Context: an optimization exercise on an open-source flow, tuned for small area. The choices shown serve that exercise and are no tape-out recipe.
In this exercise RTL edits were held to simulation tests only and were not proved equivalent to the original.
Power figures rest on the tool's default switching activity, not on a simulated workload.

## sepr_top
module sepr_top (
   input  logic              core_clk,
   input  logic              uctl_rst_n,
   input  logic              get_rd_ptrs,
   input  logic              wr_addr_en,
   input  logic              hdr_rd,
   input  logic              rd,
   input  logic              updt_rd_buf,
   output logic              rd_ptrs_rcvd,
   output logic              buf_empty,
   output logic              hdr_rd_dn,
   output logic              transfer_dn,
   output logic              buf_updt_dn,
   input  logic [addr_w-1:0] mem_rd_data,
   input  logic              mem_ack,
   input  logic              mem_dval,
   output logic [addr_w-1:0] mem_addr,
   output logic              mem_rd,
   input  logic              dma_dn,
   input  logic [addr_w-1:0] cfg_sys_wr_addr,
   output logic              dma_start,
   output logic [addr_w-1:0] dma_laddr,
   output logic [len_w-1:0]  dma_len,
   output logic [addr_w-1:0] dma_ep_start_addr,
   output logic [addr_w-1:0] dma_ep_end_addr,
   output logic [addr_w-1:0] sys_wr_addr,
   input  logic [addr_w-1:0] ept_start_addr,
   input  logic [addr_w-1:0] ept_end_addr,
   input  logic [addr_w-1:0] ept_rd_ptr,
   input  logic [addr_w-1:0] ept_wr_ptr,
   input  logic              ept_last_op,
   input  logic              ept_updt_dn,
   output logic              ept_req_data,
   output logic              ept_updt_req,
   output logic [addr_w-1:0] ept_wr_rd_ptr
);
   logic              ld_ptr;
   logic              ld_hdr;
   logic              wr_addr_load;
   logic              xfer_done;
   logic              xfer_busy;
   logic              ptr_buf_empty;    
   logic [addr_w-1:0] start_addr;
   logic [addr_w-1:0] end_addr;
   logic [addr_w-1:0] rd_ptr;
   logic [addr_w-1:0] rd_ptr_n;
   logic [addr_w-1:0] next_rd_ptr;
   sepr_ctrl_fsm i_ctrl_fsm (
      .core_clk, .uctl_rst_n, .get_rd_ptrs, .wr_addr_en, .hdr_rd, .rd, .updt_rd_buf,
      .mem_ack, .dma_dn, .ept_updt_dn, .buf_empty_in(ptr_buf_empty),
      .rd_ptrs_rcvd, .buf_empty, .hdr_rd_dn, .transfer_dn, .buf_updt_dn,
      .mem_rd, .dma_start, .ept_req_data, .ept_updt_req,
      .ld_ptr, .ld_hdr, .wr_addr_load, .xfer_done, .xfer_busy
   );
  ...
Settings: LEC_CHECK=0, CAP_MARGIN=20, CORE_MARGIN=2, CORE_UTILIZATION=40, SLEW_MARGIN=20, SYNTH_HIERARCHICAL=1; clock period 10.0 ns.
standard.sh (not shown) runs the stock make flow with config.mk's settings and CLKGATE_MAP_FILE= SYNTH_SCRIPT=/design/flow/synth_recipe.tcl, a recipe that flattens the netlist after the stock synthesis.
==> flow/flow/run.sh <==
#!/bin/bash
# Standard ORFS layout (the standard.sh), with each port buffered by the
# smallest buffer, and a clock tree of clkbuf_8 and clkbuf_4 without dummy loads.
set -euo pipefail
export BUFFER_PORTS_ARGS="-buffer_cell sky130_fd_sc_hd__buf_1"
export CTS_ARGS="-sink_clustering_enable -repair_clock_nets -dont_use_dummy_load -root_buf sky130_fd_sc_hd__clkbuf_8 -sink_clustering_buffer sky130_fd_sc_hd__clkbuf_4 -sink_clustering_size 8 -buf_list {sky130_fd_sc_hd__clkbuf_4 sky130_fd_sc_hd__clkbuf_8}"
bash standard.sh finish > standard_flow.log 2>&1
Rerun with:
==> flow/flow/run.sh (replaced) <==
#!/bin/bash
# Standard ORFS layout (the standard.sh), with each port buffered by the
# smallest buffer, a clock tree of clkbuf_8 without dummy loads, and gates
# off the critical paths downsized after global routing.
set -euo pipefail
export BUFFER_PORTS_ARGS="-buffer_cell sky130_fd_sc_hd__buf_1"
export RECOVER_POWER=100
export CTS_ARGS="-sink_clustering_enable -repair_clock_nets -dont_use_dummy_load -buf_list sky130_fd_sc_hd__clkbuf_8"
bash standard.sh finish > standard_flow.log 2>&1
Outcome: With this change the flow completed and failed the layout checks on capacitance limit, slew limit; clock skew barely changes; utilization fell by 0.25 points; wire length hardly moves; clock power barely changes; total power stays flat; setup slack got worse by 0.0067 ns; final area decreases slightly; combinational power hardly moves; non-clock buffer count does not change; fmax barely changes; sequential power barely changes.
Rerun with:
--- a/flow/flow/run.sh
+++ b/flow/flow/run.sh
@@ -3,2 +3 @@
-# smallest buffer, a clock tree of clkbuf_8 without dummy loads, and gates
-# off the critical paths downsized after global routing.
+# smallest buffer, and a clock tree of clkbuf_8 without dummy loads.
@@ -7 +5,0 @@
-export RECOVER_POWER=100
Settings changed: CORE_UTILIZATION 40 to 65.
What happened:
- The changed run produced a clean layout
- clock power came out lower by about 3%
- final area drops by about 1.6%
- critical path depth rises by 2
- synthesized cell count does not change
Rerun with:
Settings changed: CAP_MARGIN 20 to 0, CORE_UTILIZATION 65 to 40, SLEW_MARGIN 20 to 0.
The new run went through all stages and came out clean.
Clock power is higher by about 2%.
Non-clock buffer count is higher by 10.
Via count is lower by 3.0%.
Total power is lower by 0.67%.
Sequential share of layout area is lower by 0.70 points.
Hold slack gets worse by 0.011 ns.
Maximum frequency is higher by 0.71%.
Utilization is lower by 28 points.
Combinational power is about the same.

## old
sepr_top, a different RTL version from the one above (not shown whole).
Size: roughly 870 cells after synthesis, ~180 flip-flops, about 11,000 um2 of cells after synthesis.
==> flow/config.mk <==
export PLATFORM = sky130hd
export DESIGN_NAME = sepr_top
export DESIGN_NICKNAME = sepr_top
export VERILOG_FILES = /design/flow/design.v
export SDC_FILE = /design/flow/constraint.sdc
export NUM_CORES = 4
export LEC_CHECK = 0
export CAP_MARGIN = 20
export CORE_MARGIN = 2
export CORE_UTILIZATION = 70
export SLEW_MARGIN = 20
export SYNTH_HIERARCHICAL = 1
==> flow/constraint.sdc <==
create_clock -name core_clock -period 10.0 [get_ports {core_clk}]
set_input_delay 2.0000 -clock core_clock [delete_from_list [all_inputs] [get_ports {core_clk}]]
set_output_delay 2.0000 -clock core_clock [all_outputs]
set_load 0.01 [all_outputs]
==> flow/flow/run.sh <==
#!/bin/bash
# Standard ORFS layout (the standard.sh), with each port buffered by the
# smallest buffer, and a clock tree of clkbuf_8 without dummy loads.
set -euo pipefail
export BUFFER_PORTS_ARGS="-buffer_cell sky130_fd_sc_hd__buf_1"
export CTS_ARGS="-sink_clustering_enable -repair_clock_nets -dont_use_dummy_load -buf_list sky130_fd_sc_hd__clkbuf_8"
bash standard.sh finish > standard_flow.log 2>&1
Here is what was changed in the inputs of new compared with old.
# old
export LEC_CHECK = 0
export CAP_MARGIN = 20
export CORE_MARGIN = 2
export CORE_UTILIZATION = 70
export SLEW_MARGIN = 20
export SYNTH_HIERARCHICAL = 1
create_clock -name core_clock -period 10.0 [get_ports {core_clk}]
# new
export LEC_CHECK = 0
export CAP_MARGIN = 20
export CORE_MARGIN = 2
export CORE_UTILIZATION = 50
export SLEW_MARGIN = 20
export SYNTH_HIERARCHICAL = 1
create_clock -name core_clock -period 10.0 [get_ports {core_clk}]
[summary]
No run among old and new stopped early or left any final violation; all are clean.
new against old: overall die width now sits higher; count of TritonRoute iterations in the first routing pass now sits lower.
Against old, new comes in 2 lower on number of diodes added for antenna fixing.
| area overhead of the layout relative to synthesis | new vs old | 0.69 points higher |
Reported for old and new, number of max-cap violations turned out identical to the last digit.
Diff old -> new: relative max-transition margin fell by 2.9 points; non-clock buffer count went up.
On total die area: between old and new, it ends up higher for new.
~same register-to-register slack in old and new
In new the total wire length after detailed routing turned out 1.3% higher than in old.
Against old, new comes in 0.59% higher on post-route standard cell area excluding fillers.

==> re-timing with driven ports <==
The flow's constraints put no driver on any port. The routed layouts listed below were extracted and timed again, unchanged, in two steps. Step 1 (the two cells are an assumption about what drives the block):
set clk [get_ports {core_clk}]
set_driving_cell -lib_cell sky130_fd_sc_hd__clkbuf_16 $clk
set_driving_cell -lib_cell sky130_fd_sc_hd__buf_2 [delete_from_list [all_inputs] $clk]
Step 2 also shifts input and output timing later by t, the mid clock arrival at the registers, as if the neighbouring blocks saw the same clock. Slacks: ideal ports / drivers / drivers and shift; pairs: ideal ports / drivers.
run | shift t [ns] | setup slack, ns | worst setup path at the end | latest minus earliest clock arrival (ns) | worst register clock-pin slew, ns
the first run of note 1 | 0.529 | 0.291 / 0.291 / 0.291 | register to register | 0.035 / 0.036 | 0.11 / 0.11
the second run of note 1 | 0.528 | 0.284 / 0.284 / 0.284 | register to register | 0.036 / 0.036 | 0.11 / 0.11
the third run of note 1 | 0.498 | 0.222 / 0.222 / 0.222 | register to register | 0.037 / 0.038 | 0.11 / 0.11
the fourth run of note 1 | 0.529 | 0.291 / 0.291 / 0.291 | register to register | 0.035 / 0.036 | 0.11 / 0.11
old | 0.518 | 0.336 / 0.336 / 0.336 | register to register | 0.035 / 0.035 | 0.10 / 0.10
new | 0.493 | 0.337 / 0.337 / 0.337 | register to register | 0.039 / 0.039 | 0.11 / 0.11
